Source: an optimization exercise on an open RTL-to-GDS flow (aim: small area). Production flows keep margins and buffers that such runs may drop. Only simulation tests tie the RTL to the original design; equivalence was not proved. Power figures rest on the tool's default switching activity, not on a simulated workload. The flow treats the clock pin as an ideal source, which a real chip does not have.

harbor:
==> flow/design.v (excerpt) <==
module rf_top #(
  parameter int unsigned NumRegs = 32
) (
  input  logic                         clk_i,
  input  logic                         rst_ni,
  input  logic                         acc_req_i,
  output logic                         acc_gnt_o,
  input  logic                         acc_we_i,
  input  logic [rf_pkg::AddrWidth-1:0] acc_addr_i,
  input  logic [rf_pkg::DataWidth-1:0] acc_wdata_i,
  input  logic [rf_pkg::IntgWidth-1:0] acc_wintg_i,
  output logic                         acc_rvalid_o,
  output logic [rf_pkg::DataWidth-1:0] acc_rdata_o,
  output logic                         acc_err_o,
  output logic                         core_sleep_o,
  output logic                         alert_major_o
);
  localparam int unsigned AW = rf_pkg::AddrWidth;
  localparam int unsigned DW = rf_pkg::DataWidth;
  localparam int unsigned WW = rf_pkg::WordWidth;
  localparam int unsigned NP = 15;   
  logic          gnt;
  logic          gnt_we;
  logic          gnt_rd;
  logic          rvalid_q;
  logic          we_q;
  logic          ph_q;
  logic          alert_q;
  logic [AW-1:0] addr_q;
  logic [WW-1:0] cap_q;
  logic [WW-1:0] m;
  logic [WW-1:0] req_word;
  logic          is_read;
  logic          is_write;
  logic          cap_sel;
  logic          intg_err;
  assign gnt          = acc_req_i & ~rvalid_q;
  assign gnt_we       = gnt & acc_we_i;
  assign gnt_rd       = gnt & ~acc_we_i;
  assign acc_gnt_o    = gnt;
  assign acc_rvalid_o = rvalid_q;
  assign core_sleep_o = ~acc_req_i & ~rvalid_q;
  always_ff @(posedge clk_i or negedge rst_ni) begin
    if (!rst_ni) begin
      rvalid_q <= 1'b0;
  ...
For scale: ~2600 cells after synthesis, about 1300 flip-flops.
Settings: LEC_CHECK=0, CAP_MARGIN=30, CORE_MARGIN=2, CORE_UTILIZATION=40, CTS_CLUSTER_DIAMETER=100, CTS_CLUSTER_SIZE=30, SLEW_MARGIN=30, SYNTH_HIERARCHICAL=1, SYNTH_MINIMUM_KEEP_SIZE=0; clock period 15.0 ns.
standard.sh (not shown) runs the stock make flow with config.mk's settings and CLKGATE_MAP_FILE= SYNTH_SCRIPT=/design/flow/synth_recipe.tcl, a recipe that flattens the netlist after the stock synthesis.
==> flow/flow/run.sh <==
#!/bin/bash
set -euo pipefail
export CTS_ARGS="-sink_clustering_enable -repair_clock_nets -sink_clustering_size 30 -sink_clustering_max_diameter 100 -dont_use_dummy_load"
export BUFFER_PORTS_ARGS="-buffer_cell sky130_fd_sc_hd__buf_1"
bash standard.sh > standard.log 2>&1
harbor finished every stage and its layout cleared the timing, design-rule and antenna checks.
## Diff of input files: pepper against harbor
==> flow/run.sh (new file) <==
#!/bin/bash
# synth_recipe.tcl (not shown) runs the flow's synth.tcl, then flattens the netlist and writes it again
# the make line also repeats each setting of config.mk as NAME=value (left out here)
make -C /OpenROAD-flow-scripts/flow DESIGN_CONFIG=/design/flow/config.mk WORK_HOME=/design/flow/orfs CLKGATE_MAP_FILE= SYNTH_SCRIPT=/design/flow/synth_recipe.tcl finish
removed: flow/flow/run.sh
removed: flow/standard.sh
==> summary.txt <==
pepper: all stages complete, timing, DRC and antenna checks passed
Compare harbor and pepper | clock group share of total power higher: pepper
Summary of pepper over harbor: final standard cell area without fillers up about 2%; signed area change from the synthesized netlist to the final layout up 2.1 points; clock network power up about 6%.
The routed wire length of pepper is lower than that of harbor.
First-pass GRT wire length was lower in pepper than in harbor.

* * *

## old
rf_top, a different RTL version from the one above (not shown whole).
Size in the first run: about 1300 flip-flops, ~85 I/O pins, about 0.034 sq mm of cells after synthesis.
Design rf_top, start of the top module:
module rf_top #(
  parameter int unsigned NumRegs = 32
) (
  input  logic                         clk_i,
  input  logic                         rst_ni,
  input  logic                         acc_req_i,
  output logic                         acc_gnt_o,
  input  logic                         acc_we_i,
  input  logic [rf_pkg::AddrWidth-1:0] acc_addr_i,
  input  logic [rf_pkg::DataWidth-1:0] acc_wdata_i,
  input  logic [rf_pkg::IntgWidth-1:0] acc_wintg_i,
  output logic                         acc_rvalid_o,
  output logic [rf_pkg::DataWidth-1:0] acc_rdata_o,
  output logic                         acc_err_o,
  output logic                         core_sleep_o,
  output logic                         alert_major_o
);
clock: 15.0 ns
lec_check: 0
cap_margin: 30
core_margin: 2
core_utilization: 85
cts_cluster_diameter: 100
cts_cluster_size: 30
place_density: 0.9
slew_margin: 30
synth_hierarchical: 1
synth_minimum_keep_size: 0
==> flow/flow/run.sh <==
#!/bin/bash
set -euo pipefail
export CTS_ARGS="-sink_clustering_enable -repair_clock_nets -sink_clustering_size 30 -sink_clustering_max_diameter 100 -dont_use_dummy_load"
export BUFFER_PORTS_ARGS="-buffer_cell sky130_fd_sc_hd__buf_1"
bash standard.sh > standard.log 2>&1
Input-level comparison between new and old:
diff --git a/flow/config.mk b/flow/config.mk
--- a/flow/config.mk
+++ b/flow/config.mk
@@ -9,6 +9,5 @@
 export CORE_MARGIN = 2
-export CORE_UTILIZATION = 85
+export CORE_UTILIZATION = 65
 export CTS_CLUSTER_DIAMETER = 100
 export CTS_CLUSTER_SIZE = 30
-export PLACE_DENSITY = 0.9
 export SLEW_MARGIN = 30
Notes after the runs:
[compare] base=old new=new: power decreased by 2.1% relative to the old numbers, first-pass GRT wire length decreased by 35 mm relative to the old numbers.
Placeable core region for new is higher than for old.
Compared with old, new ends up with more cell area.
Clock-pin slew of the registers on the worst-case setup and hold paths: old vs new — no meaningful difference

[static timing again, ports no longer ideal]
Ports are ideal in the flow. The routed layouts listed here were re-timed in OpenROAD.
Step 1 (the two cells are an assumption about what drives the block):
set clk [get_ports {clk_i}]
set_driving_cell -lib_cell sky130_fd_sc_hd__clkbuf_16 $clk
set_driving_cell -lib_cell sky130_fd_sc_hd__buf_2 [delete_from_list [all_inputs] $clk]
Step 2 adds t to the input delays and takes it off the output delays; t is the mean of the earliest and latest rising clock arrival at the registers after step 1. Input paths then give back, and output paths get back, about the clock's delay inside the block.
Slacks: no drivers / after step 1 / after step 2; pairs: no drivers / after step 1.
run | t (ns) | setup WS [ns] | hold slack, ns | worst setup path after step 2
harbor | 0.688 | 4.017 / 3.995 / 3.995 | 0.266 / 0.266 / 0.266 | input to output
pepper | 0.711 | 3.051 / 3.027 / 3.027 | 0.314 / 0.314 / 0.314 | input to output
old | 0.700 | 3.317 / 3.290 / 3.290 | 0.308 / 0.308 / 0.308 | input to output
new | 0.681 | 3.874 / 3.850 / 3.850 | 0.327 / 0.327 / 0.327 | input to output
After both steps setup and hold are still met in every run listed. The setup slack of old, which loses most, moves by -0.027 ns with the drivers and by -0.027 ns with both steps.
